What follows belongs to an exercise in optimizing a design on an open flow for small area, a short achievable clock period and few clock cycles per item; a production flow would make more cautious choices. Only simulation tests tie the RTL to the original design; equivalence was not proved.

$ cat flow/config.mk
export PLATFORM = sky130hd
export DESIGN_NAME = nn_mac_array
export DESIGN_NICKNAME = nn_mac_array
export VERILOG_FILES = /design/flow/design.v
export SDC_FILE = /design/flow/constraint.sdc
export NUM_CORES = 4
export LEC_CHECK = 0
export CAP_MARGIN = 20
export CORE_MARGIN = 2
export CORE_UTILIZATION = 60
export PLACE_DENSITY = 0.7
export SETUP_SLACK_MARGIN = 4.2
export SLEW_MARGIN = 20
$ cat flow/constraint.sdc
create_clock -name core_clock -period 8.0 [get_ports {clk}]
set_input_delay 1.6000 -clock core_clock [delete_from_list [all_inputs] [get_ports {clk}]]
set_output_delay 1.6000 -clock core_clock [all_outputs]
set_load 0.01 [all_outputs]
$ cat flow/design.v
module nn_mac_array #(
    parameter int LANES  = 4,
    parameter int DWIDTH = 16,
    parameter int FRAC   = 8,
    parameter int AWIDTH = 40,
    parameter int CWIDTH = 16
) (
    input  logic                    clk,
    input  logic                    rst_n,
    input  logic                    s_valid,
    output logic                    s_ready,
    input  logic                    s_last,
    input  logic [DWIDTH-1:0]       s_x,
    input  logic [LANES*DWIDTH-1:0] s_w,
    input  logic [LANES*DWIDTH-1:0] s_bias,
    input  logic                    relu_en,
    output logic                    m_valid,
    input  logic                    m_ready,
    output logic [LANES*DWIDTH-1:0] m_data,
    output logic [LANES-1:0]        m_ovf,
    output logic [CWIDTH-1:0]       m_count,
    output logic                    busy
);
    localparam logic [AWIDTH-1:0] M0 = 40'h7fffffff;
    localparam logic [AWIDTH-1:0] M1 = 40'h7ffffffd;
    localparam logic [AWIDTH-1:0] K0 = 40'hff80000000;
    localparam logic [AWIDTH-1:0] K1 = 40'h0;
    localparam logic [AWIDTH-1:0] RND = AWIDTH'(1) << (FRAC-1);
    logic s_hs;
    assign s_hs = s_valid & s_ready;
    assign busy = ~s_ready;
    logic [7:0]              enc_one, enc_two, enc_neg;
    logic [7:0]              x_one, x_two, x_neg;
    logic [7:0]              x_one_n, x_two_n, x_neg_n;
    logic [LANES*DWIDTH-1:0] w0;
    logic [DWIDTH-1:0]       b0 [LANES];
    logic                    bc0 [LANES];
    logic                    v0, l0, relu0;
    always_comb begin
        for (int j = 0; j < 8; j++) begin
            logic lo, mid, hi;
            lo  = (j == 0) ? 1'b0 : s_x[2*j-1];
            mid = s_x[2*j];
            hi  = s_x[2*j+1];
            enc_one[j] = s_hs & (mid ^ lo);
            enc_two[j] = s_hs & ((hi & ~mid & ~lo) | (~hi & mid & lo));
            enc_neg[j] = s_hs & hi;
        end
    end
    always_ff @(posedge clk) begin
        x_one   <= enc_one;
        x_two   <= enc_two;
        x_neg   <= enc_neg;
        x_one_n <= ~enc_one;
        x_two_n <= ~enc_two;
        x_neg_n <= ~enc_neg;
        w0      <= s_w;
        for (int i = 0; i < LANES; i++) begin
            logic [DWIDTH-1:0] bg;
            logic [5:0]        mid;
            bg     = (s_hs & s_last) ? s_bias[i*DWIDTH +: DWIDTH] : '0;
            mid    = {1'b0, bg[10:6]} + {5'b0, enc_neg[7]};
            b0[i]  <= {bg[15:11], mid[4:0], bg[5:0]};
            bc0[i] <= mid[5];
        end
        l0    <= s_last;
        relu0 <= relu_en;
    end
    logic                v1, l1, relu1;
    logic [AWIDTH-1:0]   t0_q [LANES];
    logic [AWIDTH-1:0]   t1_q [LANES];
    for (genvar i = 0; i < LANES; i++) begin : g_tree
        logic [AWIDTH-1:0] t0, t1;
        nn_mac_lane_tree u_tree (
            .one (i[0] ? ~x_one_n : x_one),
            .two (i[0] ? ~x_two_n : x_two),
            .neg (i[0] ? ~x_neg_n : x_neg),
            .w   (w0[i*DWIDTH +: DWIDTH]),
            .b   (b0[i]),
            .bc  (bc0[i]),
            .r0  (t0),
            .r1  (t1)
        );
        always_ff @(posedge clk) begin
            t0_q[i] <= t0;
            t1_q[i] <= t1;
        end
    end
    always_ff @(posedge clk) begin
        l1    <= l0;
        relu1 <= relu0;
    end
    logic                a_fin, a_init, a_relu;
    logic [CWIDTH-1:0]   a_cnt;
    logic [AWIDTH-1:0]   acc_q [LANES];
    logic                fin, out_free, done, relu_f;
    logic [CWIDTH-1:0]   cnt_f;
    logic [AWIDTH-1:0]   sum [LANES];
    logic [LANES-1:0]    all0, all1;
    assign fin      = (v1 & l1) | a_fin;         
    assign out_free = ~m_valid;
    assign done     = fin & out_free;             
    assign relu_f   = v1 ? relu1 : a_relu;
    assign cnt_f    = v1 ? (a_cnt + {{(CWIDTH-1){1'b0}}, ~&a_cnt}) : a_cnt;
    logic [AWIDTH-1:0] add_a [LANES];
    logic [AWIDTH-1:0] add_b [LANES];
    logic [AWIDTH-1:0] add_s [LANES];
    for (genvar i = 0; i < LANES; i++) begin : g_add
        logic [AWIDTH-1:0] y0, y1;
        assign y0       = (t0_q[i] & M0) | K0;
        assign y1       = (t1_q[i] & M1) | K1;
        assign add_a[i] = acc_q[i] ^ y0 ^ y1;
        assign add_b[i] = ((acc_q[i] & y0) | (acc_q[i] & y1) | (y0 & y1)) << 1;
        nn_mac_add u_add (.a(add_a[i]), .b(add_b[i]), .s(add_s[i]));
    end
    always_comb begin
        for (int i = 0; i < LANES; i++) begin
            logic [AWIDTH-1:0] p, q;
            p      = add_a[i];
            q      = add_b[i];
            sum[i] = add_s[i];
            begin
                logic ok0, ok1;
                ok0 = 1'b1;
                ok1 = 1'b1;
                for (int k = FRAC+DWIDTH; k < AWIDTH; k++) begin
                    ok0 &= ~((p[k] ^ q[k]) ^ (p[k-1] | q[k-1]));
                    ok1 &=  ((p[k] ^ q[k]) ^ (p[k-1] & q[k-1]));
                end
                all0[i] = ok0 & ~sum[i][FRAC+DWIDTH-1];
                all1[i] = ok1 &  sum[i][FRAC+DWIDTH-1];
            end
        end
    end
    always_ff @(posedge clk) begin
        a_relu <= relu_f;
        a_cnt  <= (done | a_init) ? '0 : cnt_f;
        for (int i = 0; i < LANES; i++)
            acc_q[i] <= (done | a_init) ? RND : sum[i];
    end
    always_ff @(posedge clk) begin
        if (done) begin
            m_count <= cnt_f;
            for (int i = 0; i < LANES; i++) begin
                logic ovf, neg;
                logic [DWIDTH-1:0] r;
                ovf = ~(all0[i] | all1[i]);
                neg = sum[i][AWIDTH-1];
                r   = ovf ? {neg, {(DWIDTH-1){~neg}}} : sum[i][FRAC +: DWIDTH];
                if (relu_f && r[DWIDTH-1]) r = '0;
                m_data[i*DWIDTH +: DWIDTH] <= r;
                m_ovf[i] <= ovf;
            end
        end
    end
    logic       a_fin_d, m_valid_d;
    logic [2:0] closed_d;
    assign a_fin_d   = fin & ~out_free;
    assign m_valid_d = done | (m_valid & ~m_ready);
    assign closed_d  = {2'b0, s_hs & s_last} + {2'b0, v0 & l0} + {2'b0, a_fin_d} + {2'b0, m_valid_d};
    always_ff @(posedge clk or negedge rst_n) begin
        if (!rst_n) begin
            s_ready <= 1'b0;
            v0      <= 1'b0;
            v1      <= 1'b0;
            a_fin   <= 1'b0;
            a_init  <= 1'b1;
            m_valid <= 1'b0;
        end else begin
            s_ready <= (closed_d <= 3'd1);
            v0      <= s_hs;
            v1      <= v0;
            a_fin   <= a_fin_d;
            a_init  <= 1'b0;
            m_valid <= m_valid_d;
        end
    end
endmodule
module nn_mac_lane_tree (
    input  logic [7:0]  one, two, neg,
    input  logic [15:0] w,
    input  logic [15:0] b,
    input  logic        bc,
    output logic [39:0] r0, r1
);
    wire pp1 = (one[0] & w[0]) ^ neg[0];
    wire pp2 = ((one[0] & w[1]) | (two[0] & w[0])) ^ neg[0];
    wire pp3 = ((one[0] & w[2]) | (two[0] & w[1])) ^ neg[0];
    wire pp4 = ((one[0] & w[3]) | (two[0] & w[2])) ^ neg[0];
    wire pp5 = ((one[0] & w[4]) | (two[0] & w[3])) ^ neg[0];
    wire pp6 = ((one[0] & w[5]) | (two[0] & w[4])) ^ neg[0];
    wire pp7 = ((one[0] & w[6]) | (two[0] & w[5])) ^ neg[0];
    wire pp8 = ((one[0] & w[7]) | (two[0] & w[6])) ^ neg[0];
    wire pp9 = ((one[0] & w[8]) | (two[0] & w[7])) ^ neg[0];
    wire pp10 = ((one[0] & w[9]) | (two[0] & w[8])) ^ neg[0];
    wire pp11 = ((one[0] & w[10]) | (two[0] & w[9])) ^ neg[0];
    wire pp12 = ((one[0] & w[11]) | (two[0] & w[10])) ^ neg[0];
    wire pp13 = ((one[0] & w[12]) | (two[0] & w[11])) ^ neg[0];
    wire pp14 = ((one[0] & w[13]) | (two[0] & w[12])) ^ neg[0];
    wire pp15 = ((one[0] & w[14]) | (two[0] & w[13])) ^ neg[0];
    wire pp16 = ((one[0] & w[15]) | (two[0] & w[14])) ^ neg[0];
    wire pp17 = ((one[0] | two[0]) & w[15]) ^ neg[0];
    wire pn18 = ~pp17;
    wire pp19 = (one[1] & w[0]) ^ neg[1];
    wire pp20 = ((one[1] & w[1]) | (two[1] & w[0])) ^ neg[1];
    wire pp21 = ((one[1] & w[2]) | (two[1] & w[1])) ^ neg[1];
    wire pp22 = ((one[1] & w[3]) | (two[1] & w[2])) ^ neg[1];
    wire pp23 = ((one[1] & w[4]) | (two[1] & w[3])) ^ neg[1];
    wire pp24 = ((one[1] & w[5]) | (two[1] & w[4])) ^ neg[1];
    wire pp25 = ((one[1] & w[6]) | (two[1] & w[5])) ^ neg[1];
    wire pp26 = ((one[1] & w[7]) | (two[1] & w[6])) ^ neg[1];
    wire pp27 = ((one[1] & w[8]) | (two[1] & w[7])) ^ neg[1];
    wire pp28 = ((one[1] & w[9]) | (two[1] & w[8])) ^ neg[1];
    wire pp29 = ((one[1] & w[10]) | (two[1] & w[9])) ^ neg[1];
    wire pp30 = ((one[1] & w[11]) | (two[1] & w[10])) ^ neg[1];
    wire pp31 = ((one[1] & w[12]) | (two[1] & w[11])) ^ neg[1];
    wire pp32 = ((one[1] & w[13]) | (two[1] & w[12])) ^ neg[1];
    wire pp33 = ((one[1] & w[14]) | (two[1] & w[13])) ^ neg[1];
    wire pp34 = ((one[1] & w[15]) | (two[1] & w[14])) ^ neg[1];
    wire pp35 = ~(((one[1] | two[1]) & w[15]) ^ neg[1]);
    wire pp36 = (one[2] & w[0]) ^ neg[2];
    wire pp37 = ((one[2] & w[1]) | (two[2] & w[0])) ^ neg[2];
    wire pp38 = ((one[2] & w[2]) | (two[2] & w[1])) ^ neg[2];
    wire pp39 = ((one[2] & w[3]) | (two[2] & w[2])) ^ neg[2];
    wire pp40 = ((one[2] & w[4]) | (two[2] & w[3])) ^ neg[2];
    wire pp41 = ((one[2] & w[5]) | (two[2] & w[4])) ^ neg[2];
    wire pp42 = ((one[2] & w[6]) | (two[2] & w[5])) ^ neg[2];
    wire pp43 = ((one[2] & w[7]) | (two[2] & w[6])) ^ neg[2];
    wire pp44 = ((one[2] & w[8]) | (two[2] & w[7])) ^ neg[2];
    wire pp45 = ((one[2] & w[9]) | (two[2] & w[8])) ^ neg[2];
    wire pp46 = ((one[2] & w[10]) | (two[2] & w[9])) ^ neg[2];
    wire pp47 = ((one[2] & w[11]) | (two[2] & w[10])) ^ neg[2];
    wire pp48 = ((one[2] & w[12]) | (two[2] & w[11])) ^ neg[2];
    wire pp49 = ((one[2] & w[13]) | (two[2] & w[12])) ^ neg[2];
    wire pp50 = ((one[2] & w[14]) | (two[2] & w[13])) ^ neg[2];
    wire pp51 = ((one[2] & w[15]) | (two[2] & w[14])) ^ neg[2];
    wire pp52 = ~(((one[2] | two[2]) & w[15]) ^ neg[2]);
    wire pp53 = (one[3] & w[0]) ^ neg[3];
    wire pp54 = ((one[3] & w[1]) | (two[3] & w[0])) ^ neg[3];
    wire pp55 = ((one[3] & w[2]) | (two[3] & w[1])) ^ neg[3];
    wire pp56 = ((one[3] & w[3]) | (two[3] & w[2])) ^ neg[3];
    wire pp57 = ((one[3] & w[4]) | (two[3] & w[3])) ^ neg[3];
    wire pp58 = ((one[3] & w[5]) | (two[3] & w[4])) ^ neg[3];
    wire pp59 = ((one[3] & w[6]) | (two[3] & w[5])) ^ neg[3];
    wire pp60 = ((one[3] & w[7]) | (two[3] & w[6])) ^ neg[3];
    wire pp61 = ((one[3] & w[8]) | (two[3] & w[7])) ^ neg[3];
    wire pp62 = ((one[3] & w[9]) | (two[3] & w[8])) ^ neg[3];
    wire pp63 = ((one[3] & w[10]) | (two[3] & w[9])) ^ neg[3];
    wire pp64 = ((one[3] & w[11]) | (two[3] & w[10])) ^ neg[3];
    wire pp65 = ((one[3] & w[12]) | (two[3] & w[11])) ^ neg[3];
    wire pp66 = ((one[3] & w[13]) | (two[3] & w[12])) ^ neg[3];
    wire pp67 = ((one[3] & w[14]) | (two[3] & w[13])) ^ neg[3];
    wire pp68 = ((one[3] & w[15]) | (two[3] & w[14])) ^ neg[3];
    wire pp69 = ~(((one[3] | two[3]) & w[15]) ^ neg[3]);
    wire pp70 = (one[4] & w[0]) ^ neg[4];
    wire pp71 = ((one[4] & w[1]) | (two[4] & w[0])) ^ neg[4];
    wire pp72 = ((one[4] & w[2]) | (two[4] & w[1])) ^ neg[4];
    wire pp73 = ((one[4] & w[3]) | (two[4] & w[2])) ^ neg[4];
    wire pp74 = ((one[4] & w[4]) | (two[4] & w[3])) ^ neg[4];
    wire pp75 = ((one[4] & w[5]) | (two[4] & w[4])) ^ neg[4];
    wire pp76 = ((one[4] & w[6]) | (two[4] & w[5])) ^ neg[4];
    wire pp77 = ((one[4] & w[7]) | (two[4] & w[6])) ^ neg[4];
    wire pp78 = ((one[4] & w[8]) | (two[4] & w[7])) ^ neg[4];
    wire pp79 = ((one[4] & w[9]) | (two[4] & w[8])) ^ neg[4];
    wire pp80 = ((one[4] & w[10]) | (two[4] & w[9])) ^ neg[4];
    wire pp81 = ((one[4] & w[11]) | (two[4] & w[10])) ^ neg[4];
    wire pp82 = ((one[4] & w[12]) | (two[4] & w[11])) ^ neg[4];
    wire pp83 = ((one[4] & w[13]) | (two[4] & w[12])) ^ neg[4];
    wire pp84 = ((one[4] & w[14]) | (two[4] & w[13])) ^ neg[4];
    wire pp85 = ((one[4] & w[15]) | (two[4] & w[14])) ^ neg[4];
    wire pp86 = ~(((one[4] | two[4]) & w[15]) ^ neg[4]);
    wire pp87 = (one[5] & w[0]) ^ neg[5];
    wire pp88 = ((one[5] & w[1]) | (two[5] & w[0])) ^ neg[5];
    wire pp89 = ((one[5] & w[2]) | (two[5] & w[1])) ^ neg[5];
    wire pp90 = ((one[5] & w[3]) | (two[5] & w[2])) ^ neg[5];
    wire pp91 = ((one[5] & w[4]) | (two[5] & w[3])) ^ neg[5];
    wire pp92 = ((one[5] & w[5]) | (two[5] & w[4])) ^ neg[5];
    wire pp93 = ((one[5] & w[6]) | (two[5] & w[5])) ^ neg[5];
    wire pp94 = ((one[5] & w[7]) | (two[5] & w[6])) ^ neg[5];
    wire pp95 = ((one[5] & w[8]) | (two[5] & w[7])) ^ neg[5];
    wire pp96 = ((one[5] & w[9]) | (two[5] & w[8])) ^ neg[5];
    wire pp97 = ((one[5] & w[10]) | (two[5] & w[9])) ^ neg[5];
    wire pp98 = ((one[5] & w[11]) | (two[5] & w[10])) ^ neg[5];
    wire pp99 = ((one[5] & w[12]) | (two[5] & w[11])) ^ neg[5];
    wire pp100 = ((one[5] & w[13]) | (two[5] & w[12])) ^ neg[5];
    wire pp101 = ((one[5] & w[14]) | (two[5] & w[13])) ^ neg[5];
    wire pp102 = ((one[5] & w[15]) | (two[5] & w[14])) ^ neg[5];
    wire pp103 = ~(((one[5] | two[5]) & w[15]) ^ neg[5]);
    wire pp104 = (one[6] & w[0]) ^ neg[6];
    wire pp105 = ((one[6] & w[1]) | (two[6] & w[0])) ^ neg[6];
    wire pp106 = ((one[6] & w[2]) | (two[6] & w[1])) ^ neg[6];
    wire pp107 = ((one[6] & w[3]) | (two[6] & w[2])) ^ neg[6];
    wire pp108 = ((one[6] & w[4]) | (two[6] & w[3])) ^ neg[6];
    wire pp109 = ((one[6] & w[5]) | (two[6] & w[4])) ^ neg[6];
    wire pp110 = ((one[6] & w[6]) | (two[6] & w[5])) ^ neg[6];
    wire pp111 = ((one[6] & w[7]) | (two[6] & w[6])) ^ neg[6];
    wire pp112 = ((one[6] & w[8]) | (two[6] & w[7])) ^ neg[6];
    wire pp113 = ((one[6] & w[9]) | (two[6] & w[8])) ^ neg[6];
    wire pp114 = ((one[6] & w[10]) | (two[6] & w[9])) ^ neg[6];
    wire pp115 = ((one[6] & w[11]) | (two[6] & w[10])) ^ neg[6];
    wire pp116 = ((one[6] & w[12]) | (two[6] & w[11])) ^ neg[6];
    wire pp117 = ((one[6] & w[13]) | (two[6] & w[12])) ^ neg[6];
    wire pp118 = ((one[6] & w[14]) | (two[6] & w[13])) ^ neg[6];
    wire pp119 = ((one[6] & w[15]) | (two[6] & w[14])) ^ neg[6];
    wire pp120 = ~(((one[6] | two[6]) & w[15]) ^ neg[6]);
    wire pp121 = (one[7] & w[0]) ^ neg[7];
    wire pp122 = ((one[7] & w[1]) | (two[7] & w[0])) ^ neg[7];
    wire pp123 = ((one[7] & w[2]) | (two[7] & w[1])) ^ neg[7];
    wire pp124 = ((one[7] & w[3]) | (two[7] & w[2])) ^ neg[7];
    wire pp125 = ((one[7] & w[4]) | (two[7] & w[3])) ^ neg[7];
    wire pp126 = ((one[7] & w[5]) | (two[7] & w[4])) ^ neg[7];
    wire pp127 = ((one[7] & w[6]) | (two[7] & w[5])) ^ neg[7];
    wire pp128 = ((one[7] & w[7]) | (two[7] & w[6])) ^ neg[7];
    wire pp129 = ((one[7] & w[8]) | (two[7] & w[7])) ^ neg[7];
    wire pp130 = ((one[7] & w[9]) | (two[7] & w[8])) ^ neg[7];
    wire pp131 = ((one[7] & w[10]) | (two[7] & w[9])) ^ neg[7];
    wire pp132 = ((one[7] & w[11]) | (two[7] & w[10])) ^ neg[7];
    wire pp133 = ((one[7] & w[12]) | (two[7] & w[11])) ^ neg[7];
    wire pp134 = ((one[7] & w[13]) | (two[7] & w[12])) ^ neg[7];
    wire pp135 = ((one[7] & w[14]) | (two[7] & w[13])) ^ neg[7];
    wire pp136 = ((one[7] & w[15]) | (two[7] & w[14])) ^ neg[7];
    wire pp137 = ~(((one[7] | two[7]) & w[15]) ^ neg[7]);
    wire bn138 = ~b[15];
    wire hs139 = pp9 ^ pp25;
    wire hc140 = pp9 & pp25;
    wire hs141 = pp10 ^ pp26;
    wire hc142 = pp10 & pp26;
    wire ft143 = pp11 ^ pp27;
    wire fs144 = ft143 ^ pp42;
    wire fc145 = (pp11 & pp27) | (ft143 & pp42);
    wire hs146 = pp57 ^ pp72;
    wire hc147 = pp57 & pp72;
    wire ft148 = pp12 ^ pp28;
    wire fs149 = ft148 ^ pp43;
    wire fc150 = (pp12 & pp28) | (ft148 & pp43);
    wire hs151 = pp58 ^ pp73;
    wire hc152 = pp58 & pp73;
    wire ft153 = pp13 ^ pp29;
    wire fs154 = ft153 ^ pp44;
    wire fc155 = (pp13 & pp29) | (ft153 & pp44);
    wire ft156 = pp59 ^ pp74;
    wire fs157 = ft156 ^ pp89;
    wire fc158 = (pp59 & pp74) | (ft156 & pp89);
    wire hs159 = pp104 ^ neg[6];
    wire hc160 = pp104 & neg[6];
    wire ft161 = pp14 ^ pp30;
    wire fs162 = ft161 ^ pp45;
    wire fc163 = (pp14 & pp30) | (ft161 & pp45);
    wire ft164 = pp60 ^ pp75;
    wire fs165 = ft164 ^ pp90;
    wire fc166 = (pp60 & pp75) | (ft164 & pp90);
    wire hs167 = pp105 ^ b[5];
    wire hc168 = pp105 & b[5];
    wire ft169 = pp15 ^ pp31;
    wire fs170 = ft169 ^ pp46;
    wire fc171 = (pp15 & pp31) | (ft169 & pp46);
    wire ft172 = pp61 ^ pp76;
    wire fs173 = ft172 ^ pp91;
    wire fc174 = (pp61 & pp76) | (ft172 & pp91);
    wire ft175 = pp106 ^ pp121;
    wire fs176 = ft175 ^ b[6];
    wire fc177 = (pp106 & pp121) | (ft175 & b[6]);
    wire ft178 = pp16 ^ pp32;
    wire fs179 = ft178 ^ pp47;
    wire fc180 = (pp16 & pp32) | (ft178 & pp47);
    wire ft181 = pp62 ^ pp77;
    wire fs182 = ft181 ^ pp92;
    wire fc183 = (pp62 & pp77) | (ft181 & pp92);
    wire ft184 = pp107 ^ pp122;
    wire fs185 = ft184 ^ b[7];
    wire fc186 = (pp107 & pp122) | (ft184 & b[7]);
    wire ft187 = pp17 ^ pp33;
    wire fs188 = ft187 ^ pp48;
    wire fc189 = (pp17 & pp33) | (ft187 & pp48);
    wire ft190 = pp63 ^ pp78;
    wire fs191 = ft190 ^ pp93;
    wire fc192 = (pp63 & pp78) | (ft190 & pp93);
    wire ft193 = pp108 ^ pp123;
    wire fs194 = ft193 ^ b[8];
    wire fc195 = (pp108 & pp123) | (ft193 & b[8]);
    wire ft196 = pp17 ^ pp34;
    wire fs197 = ft196 ^ pp49;
    wire fc198 = (pp17 & pp34) | (ft196 & pp49);
    wire ft199 = pp64 ^ pp79;
    wire fs200 = ft199 ^ pp94;
    wire fc201 = (pp64 & pp79) | (ft199 & pp94);
    wire ft202 = pp109 ^ pp124;
    wire fs203 = ft202 ^ b[9];
    wire fc204 = (pp109 & pp124) | (ft202 & b[9]);
    wire ft205 = pn18 ^ pp35;
    wire fs206 = ft205 ^ pp50;
    wire fc207 = (pn18 & pp35) | (ft205 & pp50);
    wire ft208 = pp65 ^ pp80;
    wire fs209 = ft208 ^ pp95;
    wire fc210 = (pp65 & pp80) | (ft208 & pp95);
    wire ft211 = pp110 ^ pp125;
    wire fs212 = ft211 ^ b[10];
    wire fc213 = (pp110 & pp125) | (ft211 & b[10]);
    wire ft214 = pp51 ^ pp66;
    wire fs215 = ft214 ^ pp81;
    wire fc216 = (pp51 & pp66) | (ft214 & pp81);
    wire ft217 = pp96 ^ pp111;
    wire fs218 = ft217 ^ pp126;
    wire fc219 = (pp96 & pp111) | (ft217 & pp126);
    wire fs220 = ~(b[11] ^ bc);
    wire fc221 = b[11] | bc;
    wire ft222 = pp52 ^ pp67;
    wire fs223 = ft222 ^ pp82;
    wire fc224 = (pp52 & pp67) | (ft222 & pp82);
    wire ft225 = pp97 ^ pp112;
    wire fs226 = ft225 ^ pp127;
    wire fc227 = (pp97 & pp112) | (ft225 & pp127);
    wire ft228 = pp68 ^ pp83;
    wire fs229 = ft228 ^ pp98;
    wire fc230 = (pp68 & pp83) | (ft228 & pp98);
    wire hs231 = pp113 ^ pp128;
    wire hc232 = pp113 & pp128;
    wire ft233 = pp69 ^ pp84;
    wire fs234 = ft233 ^ pp99;
    wire fc235 = (pp69 & pp84) | (ft233 & pp99);
    wire hs236 = pp7 ^ pp23;
    wire hc237 = pp7 & pp23;
    wire hs238 = pp8 ^ pp24;
    wire hc239 = pp8 & pp24;
    wire ft240 = hs139 ^ pp40;
    wire fs241 = ft240 ^ pp55;
    wire fc242 = (hs139 & pp40) | (ft240 & pp55);
    wire hs243 = pp70 ^ neg[4];
    wire hc244 = pp70 & neg[4];
    wire ft245 = hs141 ^ pp41;
    wire fs246 = ft245 ^ pp56;
    wire fc247 = (hs141 & pp41) | (ft245 & pp56);
    wire ft248 = pp71 ^ b[1];
    wire fs249 = ft248 ^ hc140;
    wire fc250 = (pp71 & b[1]) | (ft248 & hc140);
    wire ft251 = fs144 ^ hs146;
    wire fs252 = ft251 ^ pp87;
    wire fc253 = (fs144 & hs146) | (ft251 & pp87);
    wire ft254 = neg[5] ^ b[2];
    wire fs255 = ft254 ^ hc142;
    wire fc256 = (neg[5] & b[2]) | (ft254 & hc142);
    wire ft257 = fs149 ^ hs151;
    wire fs258 = ft257 ^ pp88;
    wire fc259 = (fs149 & hs151) | (ft257 & pp88);
    wire ft260 = b[3] ^ fc145;
    wire fs261 = ft260 ^ hc147;
    wire fc262 = (b[3] & fc145) | (ft260 & hc147);
    wire ft263 = fs154 ^ fs157;
    wire fs264 = ft263 ^ hs159;
    wire fc265 = (fs154 & fs157) | (ft263 & hs159);
    wire ft266 = b[4] ^ fc150;
    wire fs267 = ft266 ^ hc152;
    wire fc268 = (b[4] & fc150) | (ft266 & hc152);
    wire ft269 = fs162 ^ fs165;
    wire fs270 = ft269 ^ hs167;
    wire fc271 = (fs162 & fs165) | (ft269 & hs167);
    wire ft272 = fc155 ^ fc158;
    wire fs273 = ft272 ^ hc160;
    wire fc274 = (fc155 & fc158) | (ft272 & hc160);
    wire ft275 = fs170 ^ fs173;
    wire fs276 = ft275 ^ fs176;
    wire fc277 = (fs170 & fs173) | (ft275 & fs176);
    wire ft278 = fc163 ^ fc166;
    wire fs279 = ft278 ^ hc168;
    wire fc280 = (fc163 & fc166) | (ft278 & hc168);
    wire ft281 = fs179 ^ fs182;
    wire fs282 = ft281 ^ fs185;
    wire fc283 = (fs179 & fs182) | (ft281 & fs185);
    wire ft284 = fc171 ^ fc174;
    wire fs285 = ft284 ^ fc177;
    wire fc286 = (fc171 & fc174) | (ft284 & fc177);
    wire ft287 = fs188 ^ fs191;
    wire fs288 = ft287 ^ fs194;
    wire fc289 = (fs188 & fs191) | (ft287 & fs194);
    wire ft290 = fc180 ^ fc183;
    wire fs291 = ft290 ^ fc186;
    wire fc292 = (fc180 & fc183) | (ft290 & fc186);
    wire ft293 = fs197 ^ fs200;
    wire fs294 = ft293 ^ fs203;
    wire fc295 = (fs197 & fs200) | (ft293 & fs203);
    wire ft296 = fc189 ^ fc192;
    wire fs297 = ft296 ^ fc195;
    wire fc298 = (fc189 & fc192) | (ft296 & fc195);
    wire ft299 = fs206 ^ fs209;
    wire fs300 = ft299 ^ fs212;
    wire fc301 = (fs206 & fs209) | (ft299 & fs212);
    wire ft302 = fc198 ^ fc201;
    wire fs303 = ft302 ^ fc204;
    wire fc304 = (fc198 & fc201) | (ft302 & fc204);
    wire ft305 = fs215 ^ fs218;
    wire fs306 = ft305 ^ fs220;
    wire fc307 = (fs215 & fs218) | (ft305 & fs220);
    wire ft308 = fc207 ^ fc210;
    wire fs309 = ft308 ^ fc213;
    wire fc310 = (fc207 & fc210) | (ft308 & fc213);
    wire ft311 = fs223 ^ fs226;
    wire fs312 = ft311 ^ b[12];
    wire fc313 = (fs223 & fs226) | (ft311 & b[12]);
    wire ft314 = fc216 ^ fc219;
    wire fs315 = ft314 ^ fc221;
    wire fc316 = (fc216 & fc219) | (ft314 & fc221);
    wire ft317 = fs229 ^ hs231;
    wire fs318 = ft317 ^ b[13];
    wire fc319 = (fs229 & hs231) | (ft317 & b[13]);
    wire fs320 = ~(fc224 ^ fc227);
    wire fc321 = fc224 | fc227;
    wire ft322 = fs234 ^ pp114;
    wire fs323 = ft322 ^ pp129;
    wire fc324 = (fs234 & pp114) | (ft322 & pp129);
    wire ft325 = b[14] ^ fc230;
    wire fs326 = ft325 ^ hc232;
    wire fc327 = (b[14] & fc230) | (ft325 & hc232);
    wire ft328 = pp85 ^ pp100;
    wire fs329 = ft328 ^ pp115;
    wire fc330 = (pp85 & pp100) | (ft328 & pp115);
    wire ft331 = pp130 ^ bn138;
    wire fs332 = ft331 ^ fc235;
    wire fc333 = (pp130 & bn138) | (ft331 & fc235);
    wire ft334 = pp86 ^ pp101;
    wire fs335 = ft334 ^ pp116;
    wire fc336 = (pp86 & pp101) | (ft334 & pp116);
    wire hs337 = pp102 ^ pp117;
    wire hc338 = pp102 & pp117;
    wire hs339 = pp5 ^ pp21;
    wire hc340 = pp5 & pp21;
    wire hs341 = pp6 ^ pp22;
    wire hc342 = pp6 & pp22;
    wire ft343 = hs236 ^ pp38;
    wire fs344 = ft343 ^ pp53;
    wire fc345 = (hs236 & pp38) | (ft343 & pp53);
    wire ft346 = hs238 ^ pp39;
    wire fs347 = ft346 ^ pp54;
    wire fc348 = (hs238 & pp39) | (ft346 & pp54);
    wire ft349 = fs241 ^ hs243;
    wire fs350 = ft349 ^ b[0];
    wire fc351 = (fs241 & hs243) | (ft349 & b[0]);
    wire ft352 = fs246 ^ fs249;
    wire fs353 = ft352 ^ fc242;
    wire fc354 = (fs246 & fs249) | (ft352 & fc242);
    wire ft355 = fs252 ^ fs255;
    wire fs356 = ft355 ^ fc247;
    wire fc357 = (fs252 & fs255) | (ft355 & fc247);
    wire ft358 = fs258 ^ fs261;
    wire fs359 = ft358 ^ fc253;
    wire fc360 = (fs258 & fs261) | (ft358 & fc253);
    wire ft361 = fs264 ^ fs267;
    wire fs362 = ft361 ^ fc259;
    wire fc363 = (fs264 & fs267) | (ft361 & fc259);
    wire ft364 = fs270 ^ fs273;
    wire fs365 = ft364 ^ fc265;
    wire fc366 = (fs270 & fs273) | (ft364 & fc265);
    wire ft367 = fs276 ^ fs279;
    wire fs368 = ft367 ^ fc271;
    wire fc369 = (fs276 & fs279) | (ft367 & fc271);
    wire ft370 = fs282 ^ fs285;
    wire fs371 = ft370 ^ fc277;
    wire fc372 = (fs282 & fs285) | (ft370 & fc277);
    wire ft373 = fs288 ^ fs291;
    wire fs374 = ft373 ^ fc283;
    wire fc375 = (fs288 & fs291) | (ft373 & fc283);
    wire ft376 = fs294 ^ fs297;
    wire fs377 = ft376 ^ fc289;
    wire fc378 = (fs294 & fs297) | (ft376 & fc289);
    wire ft379 = fs300 ^ fs303;
    wire fs380 = ft379 ^ fc295;
    wire fc381 = (fs300 & fs303) | (ft379 & fc295);
    wire ft382 = fs306 ^ fs309;
    wire fs383 = ft382 ^ fc301;
    wire fc384 = (fs306 & fs309) | (ft382 & fc301);
    wire ft385 = fs312 ^ fs315;
    wire fs386 = ft385 ^ fc307;
    wire fc387 = (fs312 & fs315) | (ft385 & fc307);
    wire ft388 = fs318 ^ fs320;
    wire fs389 = ft388 ^ fc313;
    wire fc390 = (fs318 & fs320) | (ft388 & fc313);
    wire ft391 = fs323 ^ fs326;
    wire fs392 = ft391 ^ fc319;
    wire fc393 = (fs323 & fs326) | (ft391 & fc319);
    wire ft394 = fs329 ^ fs332;
    wire fs395 = ft394 ^ fc324;
    wire fc396 = (fs329 & fs332) | (ft394 & fc324);
    wire ft397 = fs335 ^ pp131;
    wire fs398 = ft397 ^ fc330;
    wire fc399 = (fs335 & pp131) | (ft397 & fc330);
    wire ft400 = hs337 ^ pp132;
    wire fs401 = ft400 ^ fc336;
    wire fc402 = (hs337 & pp132) | (ft400 & fc336);
    wire ft403 = pp103 ^ pp118;
    wire fs404 = ft403 ^ pp133;
    wire fc405 = (pp103 & pp118) | (ft403 & pp133);
    wire hs406 = pp119 ^ pp134;
    wire hc407 = pp119 & pp134;
    wire hs408 = pp3 ^ pp19;
    wire hc409 = pp3 & pp19;
    wire hs410 = pp4 ^ pp20;
    wire hc411 = pp4 & pp20;
    wire ft412 = hs339 ^ pp36;
    wire fs413 = ft412 ^ neg[2];
    wire fc414 = (hs339 & pp36) | (ft412 & neg[2]);
    wire ft415 = hs341 ^ pp37;
    wire fs416 = ft415 ^ hc340;
    wire fc417 = (hs341 & pp37) | (ft415 & hc340);
    wire ft418 = fs344 ^ neg[3];
    wire fs419 = ft418 ^ hc342;
    wire fc420 = (fs344 & neg[3]) | (ft418 & hc342);
    wire ft421 = fs347 ^ hc237;
    wire fs422 = ft421 ^ fc345;
    wire fc423 = (fs347 & hc237) | (ft421 & fc345);
    wire ft424 = fs350 ^ hc239;
    wire fs425 = ft424 ^ fc348;
    wire fc426 = (fs350 & hc239) | (ft424 & fc348);
    wire ft427 = fs353 ^ hc244;
    wire fs428 = ft427 ^ fc351;
    wire fc429 = (fs353 & hc244) | (ft427 & fc351);
    wire ft430 = fs356 ^ fc250;
    wire fs431 = ft430 ^ fc354;
    wire fc432 = (fs356 & fc250) | (ft430 & fc354);
    wire ft433 = fs359 ^ fc256;
    wire fs434 = ft433 ^ fc357;
    wire fc435 = (fs359 & fc256) | (ft433 & fc357);
    wire ft436 = fs362 ^ fc262;
    wire fs437 = ft436 ^ fc360;
    wire fc438 = (fs362 & fc262) | (ft436 & fc360);
    wire ft439 = fs365 ^ fc268;
    wire fs440 = ft439 ^ fc363;
    wire fc441 = (fs365 & fc268) | (ft439 & fc363);
    wire ft442 = fs368 ^ fc274;
    wire fs443 = ft442 ^ fc366;
    wire fc444 = (fs368 & fc274) | (ft442 & fc366);
    wire ft445 = fs371 ^ fc280;
    wire fs446 = ft445 ^ fc369;
    wire fc447 = (fs371 & fc280) | (ft445 & fc369);
    wire ft448 = fs374 ^ fc286;
    wire fs449 = ft448 ^ fc372;
    wire fc450 = (fs374 & fc286) | (ft448 & fc372);
    wire ft451 = fs377 ^ fc292;
    wire fs452 = ft451 ^ fc375;
    wire fc453 = (fs377 & fc292) | (ft451 & fc375);
    wire ft454 = fs380 ^ fc298;
    wire fs455 = ft454 ^ fc378;
    wire fc456 = (fs380 & fc298) | (ft454 & fc378);
    wire ft457 = fs383 ^ fc304;
    wire fs458 = ft457 ^ fc381;
    wire fc459 = (fs383 & fc304) | (ft457 & fc381);
    wire ft460 = fs386 ^ fc310;
    wire fs461 = ft460 ^ fc384;
    wire fc462 = (fs386 & fc310) | (ft460 & fc384);
    wire ft463 = fs389 ^ fc316;
    wire fs464 = ft463 ^ fc387;
    wire fc465 = (fs389 & fc316) | (ft463 & fc387);
    wire ft466 = fs392 ^ fc321;
    wire fs467 = ft466 ^ fc390;
    wire fc468 = (fs392 & fc321) | (ft466 & fc390);
    wire ft469 = fs395 ^ fc327;
    wire fs470 = ft469 ^ fc393;
    wire fc471 = (fs395 & fc327) | (ft469 & fc393);
    wire ft472 = fs398 ^ fc333;
    wire fs473 = ft472 ^ fc396;
    wire fc474 = (fs398 & fc333) | (ft472 & fc396);
    wire fs475 = ~(fs401 ^ fc399);
    wire fc476 = fs401 | fc399;
    wire ft477 = fs404 ^ hc338;
    wire fs478 = ft477 ^ fc402;
    wire fc479 = (fs404 & hc338) | (ft477 & fc402);
    wire fs480 = ~(hs406 ^ fc405);
    wire fc481 = hs406 | fc405;
    wire ft482 = pp120 ^ pp135;
    wire fs483 = ft482 ^ hc407;
    wire fc484 = (pp120 & pp135) | (ft482 & hc407);
    wire fn485 = ~pp136;
    assign r0[0] = pp1;
    assign r0[1] = pp2;
    assign r0[2] = hs408;
    assign r0[3] = hs410;
    assign r0[4] = fs413;
    assign r0[5] = fs416;
    assign r0[6] = fs419;
    assign r0[7] = fs422;
    assign r0[8] = fs425;
    assign r0[9] = fs428;
    assign r0[10] = fs431;
    assign r0[11] = fs434;
    assign r0[12] = fs437;
    assign r0[13] = fs440;
    assign r0[14] = fs443;
    assign r0[15] = fs446;
    assign r0[16] = fs449;
    assign r0[17] = fs452;
    assign r0[18] = fs455;
    assign r0[19] = fs458;
    assign r0[20] = fs461;
    assign r0[21] = fs464;
    assign r0[22] = fs467;
    assign r0[23] = fs470;
    assign r0[24] = fs473;
    assign r0[25] = fs475;
    assign r0[26] = fs478;
    assign r0[27] = fs480;
    assign r0[28] = fs483;
    assign r0[29] = fn485;
    assign r0[30] = pp137;
    assign r0[31] = 1'b1;
    assign r0[32] = 1'b1;
    assign r0[33] = 1'b1;
    assign r0[34] = 1'b1;
    assign r0[35] = 1'b1;
    assign r0[36] = 1'b1;
    assign r0[37] = 1'b1;
    assign r0[38] = 1'b1;
    assign r0[39] = 1'b1;
    assign r1[0] = neg[0];
    assign r1[1] = 1'b0;
    assign r1[2] = neg[1];
    assign r1[3] = hc409;
    assign r1[4] = hc411;
    assign r1[5] = fc414;
    assign r1[6] = fc417;
    assign r1[7] = fc420;
    assign r1[8] = fc423;
    assign r1[9] = fc426;
    assign r1[10] = fc429;
    assign r1[11] = fc432;
    assign r1[12] = fc435;
    assign r1[13] = fc438;
    assign r1[14] = fc441;
    assign r1[15] = fc444;
    assign r1[16] = fc447;
    assign r1[17] = fc450;
    assign r1[18] = fc453;
    assign r1[19] = fc456;
    assign r1[20] = fc459;
    assign r1[21] = fc462;
    assign r1[22] = fc465;
    assign r1[23] = fc468;
    assign r1[24] = fc471;
    assign r1[25] = fc474;
    assign r1[26] = fc476;
    assign r1[27] = fc479;
    assign r1[28] = fc481;
    assign r1[29] = fc484;
    assign r1[30] = pp136;
    assign r1[31] = 1'b0;
    assign r1[32] = 1'b0;
    assign r1[33] = 1'b0;
    assign r1[34] = 1'b0;
    assign r1[35] = 1'b0;
    assign r1[36] = 1'b0;
    assign r1[37] = 1'b0;
    assign r1[38] = 1'b0;
    assign r1[39] = 1'b0;
endmodule
module nn_mac_add (
    input  logic [39:0] a, b,
    output logic [39:0] s
);
    logic [39:0] g0, p0;
    assign g0 = a & b;
    assign p0 = a ^ b;
    wire g1_1 = g0[1] | (p0[1] & g0[0]);
    wire g1_3 = g0[3] | (p0[3] & g0[2]);
    wire p1_3 = p0[3] & p0[2];
    wire g1_5 = g0[5] | (p0[5] & g0[4]);
    wire p1_5 = p0[5] & p0[4];
    wire g1_7 = g0[7] | (p0[7] & g0[6]);
    wire p1_7 = p0[7] & p0[6];
    wire g1_9 = g0[9] | (p0[9] & g0[8]);
    wire p1_9 = p0[9] & p0[8];
    wire g1_11 = g0[11] | (p0[11] & g0[10]);
    wire p1_11 = p0[11] & p0[10];
    wire g1_13 = g0[13] | (p0[13] & g0[12]);
    wire p1_13 = p0[13] & p0[12];
    wire g1_15 = g0[15] | (p0[15] & g0[14]);
    wire p1_15 = p0[15] & p0[14];
    wire g1_17 = g0[17] | (p0[17] & g0[16]);
    wire p1_17 = p0[17] & p0[16];
    wire g1_19 = g0[19] | (p0[19] & g0[18]);
    wire p1_19 = p0[19] & p0[18];
    wire g1_21 = g0[21] | (p0[21] & g0[20]);
    wire p1_21 = p0[21] & p0[20];
    wire g1_23 = g0[23] | (p0[23] & g0[22]);
    wire p1_23 = p0[23] & p0[22];
    wire g1_25 = g0[25] | (p0[25] & g0[24]);
    wire p1_25 = p0[25] & p0[24];
    wire g1_27 = g0[27] | (p0[27] & g0[26]);
    wire p1_27 = p0[27] & p0[26];
    wire g1_29 = g0[29] | (p0[29] & g0[28]);
    wire p1_29 = p0[29] & p0[28];
    wire g1_31 = g0[31] | (p0[31] & g0[30]);
    wire p1_31 = p0[31] & p0[30];
    wire g1_33 = g0[33] | (p0[33] & g0[32]);
    wire p1_33 = p0[33] & p0[32];
    wire g1_35 = g0[35] | (p0[35] & g0[34]);
    wire p1_35 = p0[35] & p0[34];
    wire g1_37 = g0[37] | (p0[37] & g0[36]);
    wire p1_37 = p0[37] & p0[36];
    wire g1_39 = g0[39] | (p0[39] & g0[38]);
    wire p1_39 = p0[39] & p0[38];
    wire g2_2 = g0[2] | (p0[2] & g1_1);
    wire g2_3 = g1_3 | (p1_3 & g1_1);
    wire g2_6 = g0[6] | (p0[6] & g1_5);
    wire p2_6 = p0[6] & p1_5;
    wire g2_7 = g1_7 | (p1_7 & g1_5);
    wire p2_7 = p1_7 & p1_5;
    wire g2_10 = g0[10] | (p0[10] & g1_9);
    wire p2_10 = p0[10] & p1_9;
    wire g2_11 = g1_11 | (p1_11 & g1_9);
    wire p2_11 = p1_11 & p1_9;
    wire g2_14 = g0[14] | (p0[14] & g1_13);
    wire p2_14 = p0[14] & p1_13;
    wire g2_15 = g1_15 | (p1_15 & g1_13);
    wire p2_15 = p1_15 & p1_13;
    wire g2_18 = g0[18] | (p0[18] & g1_17);
    wire p2_18 = p0[18] & p1_17;
    wire g2_19 = g1_19 | (p1_19 & g1_17);
    wire p2_19 = p1_19 & p1_17;
    wire g2_22 = g0[22] | (p0[22] & g1_21);
    wire p2_22 = p0[22] & p1_21;
    wire g2_23 = g1_23 | (p1_23 & g1_21);
    wire p2_23 = p1_23 & p1_21;
    wire g2_26 = g0[26] | (p0[26] & g1_25);
    wire p2_26 = p0[26] & p1_25;
    wire g2_27 = g1_27 | (p1_27 & g1_25);
    wire p2_27 = p1_27 & p1_25;
    wire g2_30 = g0[30] | (p0[30] & g1_29);
    wire p2_30 = p0[30] & p1_29;
    wire g2_31 = g1_31 | (p1_31 & g1_29);
    wire p2_31 = p1_31 & p1_29;
    wire g2_34 = g0[34] | (p0[34] & g1_33);
    wire p2_34 = p0[34] & p1_33;
    wire g2_35 = g1_35 | (p1_35 & g1_33);
    wire p2_35 = p1_35 & p1_33;
    wire g2_38 = g0[38] | (p0[38] & g1_37);
    wire p2_38 = p0[38] & p1_37;
    wire g2_39 = g1_39 | (p1_39 & g1_37);
    wire p2_39 = p1_39 & p1_37;
    wire g3_4 = g0[4] | (p0[4] & g2_3);
    wire g3_5 = g1_5 | (p1_5 & g2_3);
    wire g3_6 = g2_6 | (p2_6 & g2_3);
    wire g3_7 = g2_7 | (p2_7 & g2_3);
    wire g3_12 = g0[12] | (p0[12] & g2_11);
    wire p3_12 = p0[12] & p2_11;
    wire g3_13 = g1_13 | (p1_13 & g2_11);
    wire p3_13 = p1_13 & p2_11;
    wire g3_14 = g2_14 | (p2_14 & g2_11);
    wire p3_14 = p2_14 & p2_11;
    wire g3_15 = g2_15 | (p2_15 & g2_11);
    wire p3_15 = p2_15 & p2_11;
    wire g3_20 = g0[20] | (p0[20] & g2_19);
    wire p3_20 = p0[20] & p2_19;
    wire g3_21 = g1_21 | (p1_21 & g2_19);
    wire p3_21 = p1_21 & p2_19;
    wire g3_22 = g2_22 | (p2_22 & g2_19);
    wire p3_22 = p2_22 & p2_19;
    wire g3_23 = g2_23 | (p2_23 & g2_19);
    wire p3_23 = p2_23 & p2_19;
    wire g3_28 = g0[28] | (p0[28] & g2_27);
    wire p3_28 = p0[28] & p2_27;
    wire g3_29 = g1_29 | (p1_29 & g2_27);
    wire p3_29 = p1_29 & p2_27;
    wire g3_30 = g2_30 | (p2_30 & g2_27);
    wire p3_30 = p2_30 & p2_27;
    wire g3_31 = g2_31 | (p2_31 & g2_27);
    wire p3_31 = p2_31 & p2_27;
    wire g3_36 = g0[36] | (p0[36] & g2_35);
    wire p3_36 = p0[36] & p2_35;
    wire g3_37 = g1_37 | (p1_37 & g2_35);
    wire p3_37 = p1_37 & p2_35;
    wire g3_38 = g2_38 | (p2_38 & g2_35);
    wire p3_38 = p2_38 & p2_35;
    wire g3_39 = g2_39 | (p2_39 & g2_35);
    wire p3_39 = p2_39 & p2_35;
    wire g4_8 = g0[8] | (p0[8] & g3_7);
    wire g4_9 = g1_9 | (p1_9 & g3_7);
    wire g4_10 = g2_10 | (p2_10 & g3_7);
    wire g4_11 = g2_11 | (p2_11 & g3_7);
    wire g4_12 = g3_12 | (p3_12 & g3_7);
    wire g4_13 = g3_13 | (p3_13 & g3_7);
    wire g4_14 = g3_14 | (p3_14 & g3_7);
    wire g4_15 = g3_15 | (p3_15 & g3_7);
    wire g4_24 = g0[24] | (p0[24] & g3_23);
    wire p4_24 = p0[24] & p3_23;
    wire g4_25 = g1_25 | (p1_25 & g3_23);
    wire p4_25 = p1_25 & p3_23;
    wire g4_26 = g2_26 | (p2_26 & g3_23);
    wire p4_26 = p2_26 & p3_23;
    wire g4_27 = g2_27 | (p2_27 & g3_23);
    wire p4_27 = p2_27 & p3_23;
    wire g4_28 = g3_28 | (p3_28 & g3_23);
    wire p4_28 = p3_28 & p3_23;
    wire g4_29 = g3_29 | (p3_29 & g3_23);
    wire p4_29 = p3_29 & p3_23;
    wire g4_30 = g3_30 | (p3_30 & g3_23);
    wire p4_30 = p3_30 & p3_23;
    wire g4_31 = g3_31 | (p3_31 & g3_23);
    wire p4_31 = p3_31 & p3_23;
    wire g5_16 = g0[16] | (p0[16] & g4_15);
    wire g5_17 = g1_17 | (p1_17 & g4_15);
    wire g5_18 = g2_18 | (p2_18 & g4_15);
    wire g5_19 = g2_19 | (p2_19 & g4_15);
    wire g5_20 = g3_20 | (p3_20 & g4_15);
    wire g5_21 = g3_21 | (p3_21 & g4_15);
    wire g5_22 = g3_22 | (p3_22 & g4_15);
    wire g5_23 = g3_23 | (p3_23 & g4_15);
    wire g5_24 = g4_24 | (p4_24 & g4_15);
    wire g5_25 = g4_25 | (p4_25 & g4_15);
    wire g5_26 = g4_26 | (p4_26 & g4_15);
    wire g5_27 = g4_27 | (p4_27 & g4_15);
    wire g5_28 = g4_28 | (p4_28 & g4_15);
    wire g5_29 = g4_29 | (p4_29 & g4_15);
    wire g5_30 = g4_30 | (p4_30 & g4_15);
    wire g5_31 = g4_31 | (p4_31 & g4_15);
    wire g6_32 = g0[32] | (p0[32] & g5_31);
    wire g6_33 = g1_33 | (p1_33 & g5_31);
    wire g6_34 = g2_34 | (p2_34 & g5_31);
    wire g6_35 = g2_35 | (p2_35 & g5_31);
    wire g6_36 = g3_36 | (p3_36 & g5_31);
    wire g6_37 = g3_37 | (p3_37 & g5_31);
    wire g6_38 = g3_38 | (p3_38 & g5_31);
    wire g6_39 = g3_39 | (p3_39 & g5_31);
    assign s = p0 ^ {g6_38, g6_37, g6_36, g6_35, g6_34, g6_33, g6_32, g5_31, g5_30, g5_29, g5_28, g5_27, g5_26, g5_25, g5_24, g5_23, g5_22, g5_21, g5_20, g5_19, g5_18, g5_17, g5_16, g4_15, g4_14, g4_13, g4_12, g4_11, g4_10, g4_9, g4_8, g3_7, g3_6, g3_5, g3_4, g2_3, g2_2, g1_1, g0[0], 1'b0};
endmodule
$ cat flow/run.sh
#!/bin/bash
# synth_recipe.tcl (not shown) runs the flow's synth.tcl, then flattens the netlist and writes it again
# the make line also repeats each setting of config.mk as NAME=value (left out here)
make -C /OpenROAD-flow-scripts/flow DESIGN_CONFIG=/design/flow/config.mk WORK_HOME=/design/flow/orfs CLKGATE_MAP_FILE= SYNTH_SCRIPT=/design/flow/synth_recipe.tcl finish
==> summary.txt, run 1 <==
- The signal on the critical path passes through fa_1, ha_1, and4_4, a221oi_2, o21ai_2, o21a_1, o21a_1, a311o_1, or4_4, nor2_4, a41oi_4, buf_12, o21ai_4.
- The number of buffers and inverters on the critical path is 1.
- The first-iteration detailed-routing DRC count is between 2k and 3k.
- The largest single stage delay on the critical path is ~0.58 ns.
- The fraction of the yosys area taken by sequential cells is about 30%.
- After synthesis, the share of flip-flops with an asynchronous set or reset is 0.868%.
- The most frequently used flop master after synthesis is dfxtp_1.
- The first global-routing pass estimated 201 mm of wire.
- The estimated wirelength of the detail-placed design is roughly 90 mm.
- The routed wire length is 128 mm.
- For the worst setup path, the data arrival time is approximately 4.3 ns.
- The global-route track usage on met1 is 44.7%.
- In this run the critical register-to-register path is launched from acc_q[0][8]$_SDFF_PP0_.
- After Yosys synthesis, and, or, nand and nor cells account for 6.22% of the synthesized area.
- The largest fanout on the critical path is 8.
- The startpoint identified for the worst hold timing path is relu0$_DFF_P_.
- Counting cells, the worst reg-to-reg path comes to 13.
- The hold violation total from the final report was 0.
- The total global routing track utilization is slightly above 30%.
- The count of clock tree sinks is between 600 and 700.
- Counting every net in the synthesized netlist gives 5790.
- The clock root buffer is clkbuf_16.
- The area growth from synthesis to layout is 13.0%.
- The pin count of the biggest net entering global routing is between 60 and 70.
- The data required time at the worst endpoint is 8.48 ns.
- Setup repair after global routing could not meet its margin everywhere.
- The via count of the first global-routing pass came to 35.7k.
- The area of the die is 0.0839 mm².
- The hold buffer count at cts is 0.
- The post-route setup TNS is 0 ns.
- The post-synthesis xor/xnor area fraction is 14.1%.
- The kind of cell with the highest combined delay along the critical path is compound AO/OA/AOI/OAI gates.
- Timing analysis after detailed placement gives a worst setup slack of roughly 3.6 ns.
- The number of remaining DRC errors is 0.
- The number of non-filler instances in the completed layout is 5951.
- The initial utilization of the core area, before any placement, comes to around three fifths.
- Yosys printed 18 warnings.
- The count of unique library cells instantiated by Yosys is 71.
- The clock tree from TritonCTS is done.
- After the last flow step, the layout net total stands at between 5k and 6k.
- In the routed layout, each cell is associated on average with a via count of 5.77.
- The endpoint of the most critical register-to-register path is m_data[9]$_SDFFCE_PP0P_.
- After layout, the worst setup slack is ~4.2 ns.
- The max-cap check violation count is 0.
- The routed length per instance is approximately 22 µm.
- Setup violations remaining at the end of the flow were counted as 0.
- The clock latency reported for the late side of the worst-skew pair is approximately 0.64 ns.
- Synthesis inferred 691 register bits.
- The startpoint kind of the worst setup timing path is a register.
- The multiplexer share of the synthesized area is 0.179%.
- The number of enable-type register cells in the synthesized netlist is 84.
- The routed design could run at a clock period as short as about 3.8 ns.
- The critical path starts at acc_q[0][8]$_SDFF_PP0_.
- The fraction of the mapped netlist area in compound gates is a little over a tenth.
- The worst hold path terminates at relu1$_DFF_P_.
- Measured against its own limit, the worst slew margin works out to between 30% and 40%.
- The final worst hold slack is ~0.33 ns.
- The post-synthesis share of cell area spent on full adders, half adders and majority gates is a little under a third.
- The number of vias after detailed routing is 34.3k.
- The path class of the tightest hold or removal check is register to register.
- The overall die width is approximately 290 µm.
- The floorplan has roughly 100 rows.
- The period utilization is 47.6%.
- The buffer levels on the longest clock path is 3.
- The top-level I/O count is roughly 240.
- In this run the most used layer during global routing was met2.
- Averaged over all synthesized cells, the footprint is between 10 and 15 µm².
- The count of final max-slew check failures is 0.
- The number of buffers inserted by port buffering is around 240.
- Counting stages on the worst path, the most repeated cell is o21a_1.
- Global routing used roughly 46% of the available met2 tracks.
- The total iterations of the first detailed-routing run is 7.
- The slowest cell on the critical path is or4_4.
- Clock-pin slew was measured on the worst setup and hold paths at 0.06 ns.
- The slew at the pin closest to its max-slew limit is approximately 1 ns.
- The cell total after placement is between 5k and 6k.
- The H-tree depth is 3.
- The number of standard cells after synthesis is around 4.8k.
- Summing every instance area after synthesis gives 0.0490 mm².
- The final setup skew is roughly 0.023 ns.
- The run finished with no timing, DRC or antenna violations.
- The setup check on the worst reg-to-reg path leaves a slack of about 4.2 ns.
- The combinational family with the most area after synthesis is adder cells.
- Global routing consumed, on the met3 layer, approximately 8.6% of the routing resources.
- The count of nets left with antenna violations once routing finished came out at 0.
- The vertical die dimension is approximately 290 µm.
- The worst setup path is captured at a register.
- The critical path start-end classification is register to register.
- Counting the buffers created by CTS gives between 70 and 80.
- The congestion estimate from routability-driven global placement came to 0.896.
- The depth of the worst hold-timing path is 0.
- The area of the core is between 0.08 and 0.09 mm².
- The maximum frequency from static timing analysis is ~0.26 GHz.
- The remaining global-route overflow is 0.
- The initial antenna violation count is 6.
- Of the cells placed in the final design, the portion with a size suffix greater than 1 is under 10%.
-- worst reg2reg max path, delay by kind of cell, from the launching register on --
family,cells,cell delay [ns]
simple gates,3,0.89
compound gates,7,1.36
buf+inv,1,0.23
flops,1,0.33
fa+ha+maj,2,0.87
-- layer usage --
metal,vias to the layer above,share of wire (%)
met1,16815,43
li1,15532,-
met4,4,2.4
met3,260,11
met5,-,0.019
met2,1703,43
-- worst max-delay path by stage --
stage,to,slack [ns],cells after the start
floorplan,m_data[12]$_SDFFCE_PP0P_,4.35,13
global placement,m_data[53]$_SDFFCE_PP0P_,3.69,12
detailed placement,m_data[35]$_SDFFCE_PP0P_,3.64,12
CTS,m_data[3]$_SDFFCE_PP0P_,4.18,13
global route,m_data[9]$_SDFFCE_PP0P_,4.11,13
finish,m_data[9]$_SDFFCE_PP0P_,4.19,13
-- Yosys cell counts (8+ instances only) --
library cell,n,area share [%]
nor4_1,16,0.20
o22ai_1,244,3.1
a21o_1,28,0.43
and2_1,92,1.2
nand3_1,24,0.25
or3_1,8,0.10
xnor2_1,452,8.1
nor3_1,19,0.19
clkbuf_1,283,2.2
inv_1,632,4.8
xor2_1,336,6.0
o21bai_1,12,0.18
o21ai_0,104,1.1
edfxtp_1,84,5.2
a31oi_1,23,0.29
o21ai_2,11,0.20
a211oi_1,9,0.14
fa_1,573,23
dfxtp_1,601,25
nor2_1,203,1.6
nand2_1,150,1.1
ha_1,308,7.9
nand2b_1,21,0.27
or2_2,10,0.13
buf_1,39,0.30
o21a_1,14,0.21
a21oi_1,70,0.72
a22oi_1,241,3.7
nand4_1,38,0.49
nor2b_1,12,0.15
and3_1,14,0.18
-- kinds of logic after synthesis --
logic type	Yosys count
muxes	8
AOI/OAI and AO/OA	797
DFF	691
adders and majority gates	881
buffers and inverters	963
other	1
and+or+nand+nor	630
xor gates and xnor gates	788
-- state kept, by name, summed over array words and instances, names as in the netlist, 4 cells and up --
name	cells
acc_q	160
g_add.y0	124
g_add.y1	116
b0	64
m_data	64
w0	64
a_cnt	16
m_count	16
x_neg	8
x_neg_n	8
x_one	8
x_one_n	8
x_two	8
x_two_n	8
bc0	4
m_ovf	4
-- through the flow --
stage	area, µm²	utilization, %
after floorplan	49000	-
after global placement	51800	64.2
after detailed placement	51800	64.2
after CTS	54800	68.0
after global routing	55400	68.6
final	55400	68.6
-- placed cells by master (no fill, tap or decap), drive strengths merged, types with 21 or more instances in the layout --
cell,synthesis,routed
a21o,28,28
a21oi,71,71
a22oi,241,241
a31oi,23,23
and2,92,92
buf,42,77
clkbuf,283,109
clkdlybuf4s50,0,236
clkinv,3,21
dfxtp,601,601
edfxtp,84,84
fa,573,573
ha,308,308
inv,635,640
nand2,151,152
nand2b,21,21
nand3,24,24
nand4,38,38
nor2,203,203
o21ai,119,119
o22ai,244,244
xnor2,452,452
xor2,336,336
-- repair_timing --
action / 4_1_cts / 5_1_grt
endpoints found under the setup margin: 130 / 99
pin swaps: 6 / 28
cloned: 2 / 1
buffers inserted: 15 / 15
resized for setup: 51 / 85
-- area by class of cell --
type,instances,area [µm²]
multi-input combinational,3107,31200
antenna,1,2.50
inverter,638,2410
fill,6238,25300
sequential,691,14800
tap,1060,1330
clock inverter,32,337
timing repair buffer,313,3030
clock buffer,109,2290
Testbench counts, summed over its fixed seeds: cycles 13,941, items 1,600.
==> run 2, diff against run 1 <==
--- a/flow/config.mk
+++ b/flow/config.mk
@@ -8,6 +8,8 @@
 export CAP_MARGIN = 20
 export CORE_MARGIN = 2
-export CORE_UTILIZATION = 60
-export PLACE_DENSITY = 0.7
+export CORE_UTILIZATION = 40
+export CTS_BUF_LIST = sky130_fd_sc_hd__clkbuf_16
+export CTS_CLUSTER_DIAMETER = 60
+export CTS_CLUSTER_SIZE = 24
 export SETUP_SLACK_MARGIN = 4.2
 export SLEW_MARGIN = 20
==> summary.txt, run 2 <==
- The most frequently used flop master after synthesis is dfxtp_1.
- The launching point of the worst reg2reg path is acc_q[0][4]$_SDFF_PP0_.
- The top cell types in the final layout, fill and taps aside, are 629 x inv_1, 572 x fa_1, 563 x dfxtp_1.
- The number of placement rows is approximately 130.
- Setup violations remaining at the end of the flow were counted as 0.
- At the worst endpoint, the arrival time is 4.22 ns.
- The highest-utilization routing layer at the global route stage is met2.
- The startpoint kind of the worst setup timing path is a register.
- No sink is reached through more buffers than the 3 on the longest clock path.
- Measured along the y axis, the die boundary spans between 300 and 400 µm.
- After detailed placement, the total cell area comes to 0.0526 mm².
- The global-route track usage on met1 is between 30% and 40%.
- The worst-case headroom to the max-slew limit is approximately two fifths.
- The mean area per synthesized cell is 10.3 µm².
- Clock-pin slew was measured on the worst setup and hold paths at roughly 0.070 ns.
- The startpoint identified for the worst hold timing path is l0$_DFF_P_.
- The share of synthesized flip-flops with an asynchronous set or reset is less than 1%.
- The number of vias after detailed routing is 34.1k.
- The share of cells above drive strength 1 is 7.77%.
- The total iterations of the first detailed-routing run is 5.
- The kind of end point of the critical path is a register.
- Once detailed placement completed, the half-perimeter wirelength came to around 96 mm.
- The routed length per instance is around 21 µm.
- The endpoint of the most critical register-to-register path is m_data[9]$_SDFFCE_PP0P_.
- In this run the worst hold path is classified as register to register.
- For this run, global-route usage on met3 was measured as approximately 4.9%.
- The count of final max-slew check failures came to 0.
- The number of nets handed over by synthesis was ~5.8k.
- The via count of the first global-routing pass is about 36k.
- After detailed placement, the design holds a cell count of between 6k and 7k.
- The number of non-filler instances in the completed layout is 6520.
- The routed wire length is approximately 140 mm.
- The slew at the pin closest to its max-slew limit is roughly 0.9 ns.
- By count the netlist is led by 632 x inv_1, 601 x dfxtp_1, 573 x fa_1, 452 x xnor2_1, 336 x xor2_1.
- The met2 global-route usage is 32.0%.
- More flip-flops sit in one register than any other, and that register is acc_q.
- For the final routed database, the setup TNS stands at 0 ns.
- The via count normalized by instance count is roughly 5.2.
- The count of unique library cells instantiated by Yosys is ~70.
- Sequential cells were found to cover between 30% and 40% of the synthesized design area.
- The worst reg2reg path depth is 12.
- Clock skew on the completed layout was measured at 0.0429 ns.
- The number of buffers created by CTS is 74.
- The depth of the worst hold-timing path is 0.
- The first routing iteration left 2688 violations.
- Along the worst path, the maximum fanout reaches 8.
- The final critical path time including I/O delays and setup is between 3 and 4 ns.
- The library cell used most frequently in the layout, excluding fill and tap cells, is inv_1.
- The weighted congestion at the end of routability-driven global placement is just under 0.9.
- Compared with the post-synthesis result, the final layout area differs by 14.9%.
- The count of clock tree sinks is approximately 690.
- The endpoint with the worst hold slack is l1$_DFF_P_.
- The area of the die is 0.125 mm².
- CTS placed an instance of clkbuf_16 at the clock tree root.
- The data required time at the worst endpoint is 8.50 ns.
- Entering global routing, the biggest net connects between 60 and 70 pins.
- The clock latency reported for the late side of the worst-skew pair is ~0.67 ns.
- Once layout is done, the placed cells without fillers occupy about 0.056 mm².
- Summed over all layers, the global routing overflow is 0.
- The hold violation total from the final report is 0.
- The number of standard cells after synthesis is 4759.
- In this run, synthesis inferred 84 flip-flops with an integrated enable.
- During synthesis, Yosys emitted a total of 18 warnings.
- For this configuration, the core starts out at a cell density of 40.2%.
- The share of the synthesized area in the top cell type is about a quarter.
- The total global routing track utilization is a little over a fifth.
- CTS built an H-tree with a depth of 3.
- The total number of nets in the final design is 5862.
- The run finished with no timing, DRC or antenna violations.
- The flip-flop count of the largest register after layout is 160.
- The cell with the most instances after synthesis is inv_1.
- In this run the tool buffered the top-level ports with around 240 buffer cells.
- The cell accounting for the most synthesized area is dfxtp_1.
- The total area inside the core boundary comes to between 0.1 and 0.15 mm².
- Timing would allow up to approximately 0.27 GHz.
- The cell area that synthesis handed to floorplanning was 0.0490 mm².
- In this run, synthesis produced a sequential element count of about 690.
- The critical path start-end classification is register to register.
- The clock tree from TritonCTS is done.
- Sorting the synthesized cells by area gives the leading types as dfxtp_1 25%, fa_1 23%, xnor2_1 8.1%.
- The count of nets left with antenna violations once routing finished came out at 0.
- Setup repair after global routing could not meet its margin everywhere.
- From left edge to right edge, the die measures ~350 µm.
- The minimum setup slack among reg-to-reg paths is between 4 and 5 ns.
- The number of remaining DRC errors is 0.
- The top-level I/O count is about 240.
- The max-cap check violation count is 0.
- The initial antenna violation count came to 11.
- In the finished design, the share of the clock period the worst path needs comes to a little under half.
- The first global-routing pass estimated around 210 mm of wire.
run 2: cell counts after synthesis:
No cell type changed its count.
run 2: area by class of cell:
| cell class | instances | area, µm² |
|---|---|---|
| fillers | 11387 | 65500 |
| multi-input cells | 3109 | 31300 |
| flip-flops and latches | 691 | 14800 |
| repair buffers | 317 | 3050 |
| inverters | 638 | 2430 |
| well taps | 1625 | 2030 |
| clock buffers | 80 | 2000 |
| clock inverters | 58 | 726 |
| diodes | 2 | 5.00 |
run 2: cells by family (layout without fill, tap and decap cells):
logic type | count (synthesis) | after routing | synth area share (%)
xor+xnor | 788 | 788 | 14.1
flops | 691 | 691 | 30.0
buf+inv | 963 | 1093 | 7.41
compound gates | 797 | 798 | 10.8
other cells | 1 | 3 | 0.00766
simple gates | 630 | 633 | 6.22
mux | 8 | 8 | 0.179
fa+ha+maj | 881 | 881 | 31.3
run 2: repair_timing:
item | 4_1_cts | 5_1_grt
gates cloned | 2 | 2
pin swaps | 10 | 33
endpoints found under the setup margin | 141 | 178
resized for setup | 65 | 85
buffers inserted | 12 | 19
hold buffers | 0 | 0
run 2: worst max path at each step:
stage | depth (start not counted) | startpoint | slack, ns | to
after CTS | 12 | g_add[0].y0[9]$_DFF_P_ | 4.18 | m_data[9]$_SDFFCE_PP0P_
after detailed placement | 12 | g_add[1].y1[2]$_DFF_P_ | 3.59 | m_data[25]$_SDFFCE_PP0P_
after global routing | 13 | g_add[3].y0[9]$_DFF_P_ | 4.09 | m_data[62]$_SDFFCE_PP0P_
final | 12 | acc_q[0][4]$_SDFF_PP0_ | 4.29 | m_data[9]$_SDFFCE_PP0P_
after floorplan | 13 | g_add[0].y1[2]$_DFF_P_ | 4.35 | m_data[12]$_SDFFCE_PP0P_
after global placement | 9 | s_last | 3.67 | b0[1][10]$_DFF_P_
run 2: stage by stage:
stage	hold WS (ns)	setup slack (ns)	utilization, %
2_1_floorplan	0.310	4.35	-
3_3_place_gp	0.346	3.67	43.2
3_5_place_dp	0.348	3.59	43.2
4_1_cts	0.351	4.18	45.8
5_1_grt	0.355	4.09	46.2
6_report	0.348	4.29	46.2
run 2: critical path, stage by stage (launching register included):
cell	delay [ns]
dfxtp_1	0.32
fa_1	0.60
ha_4	0.22
a21o_1	0.18
a31o_4	0.22
and3_4	0.20
o21a_1	0.23
o21a_1	0.18
a311o_2	0.33
or4_4	0.51
nor2_4	0.20
a41oi_4	0.10
o21ai_2	0.24
run 2: per-layer routing:
layer | vias to the layer above | wire [µm] | part of all wire [%]
li1 | 15554 | - | -
met1 | 16880 | 62200 | 46
met2 | 1368 | 57600 | 42
met3 | 251 | 12000 | 8.8
met4 | 2 | 4060 | 3.0
met5 | - | 13 | 0.0096

afterwards: timing with drivers on the ports:
The results above use ideal ports. As a check the final layouts listed here were re-extracted and re-timed, cells and wires unchanged.
Step 1 sets driving cells, clkbuf_16 on the clock port and buf_2 on the other inputs (assumed; they add their load-dependent delay and slew).
Step 2 times the ports against the registers' clock, not the clock port: input delays grow and output delays shrink by t, the midpoint of the rising clock arrivals with the driver on.
Three values: no drivers, after step 1, after step 2; two values: the first two.
run | t (ns) | setup slack, ns | hold slack, ns
run 1 | 0.692 | 4.190 / 4.190 / 3.852 | 0.329 / 0.329 / 0.329
run 2 | 0.724 | 4.285 / 4.285 / 3.869 | 0.348 / 0.348 / 0.348
After both steps every run listed still meets setup and hold. For run 2, which loses most, drivers alone change the setup slack by 0.000 ns; drivers and shift together by -0.416 ns.
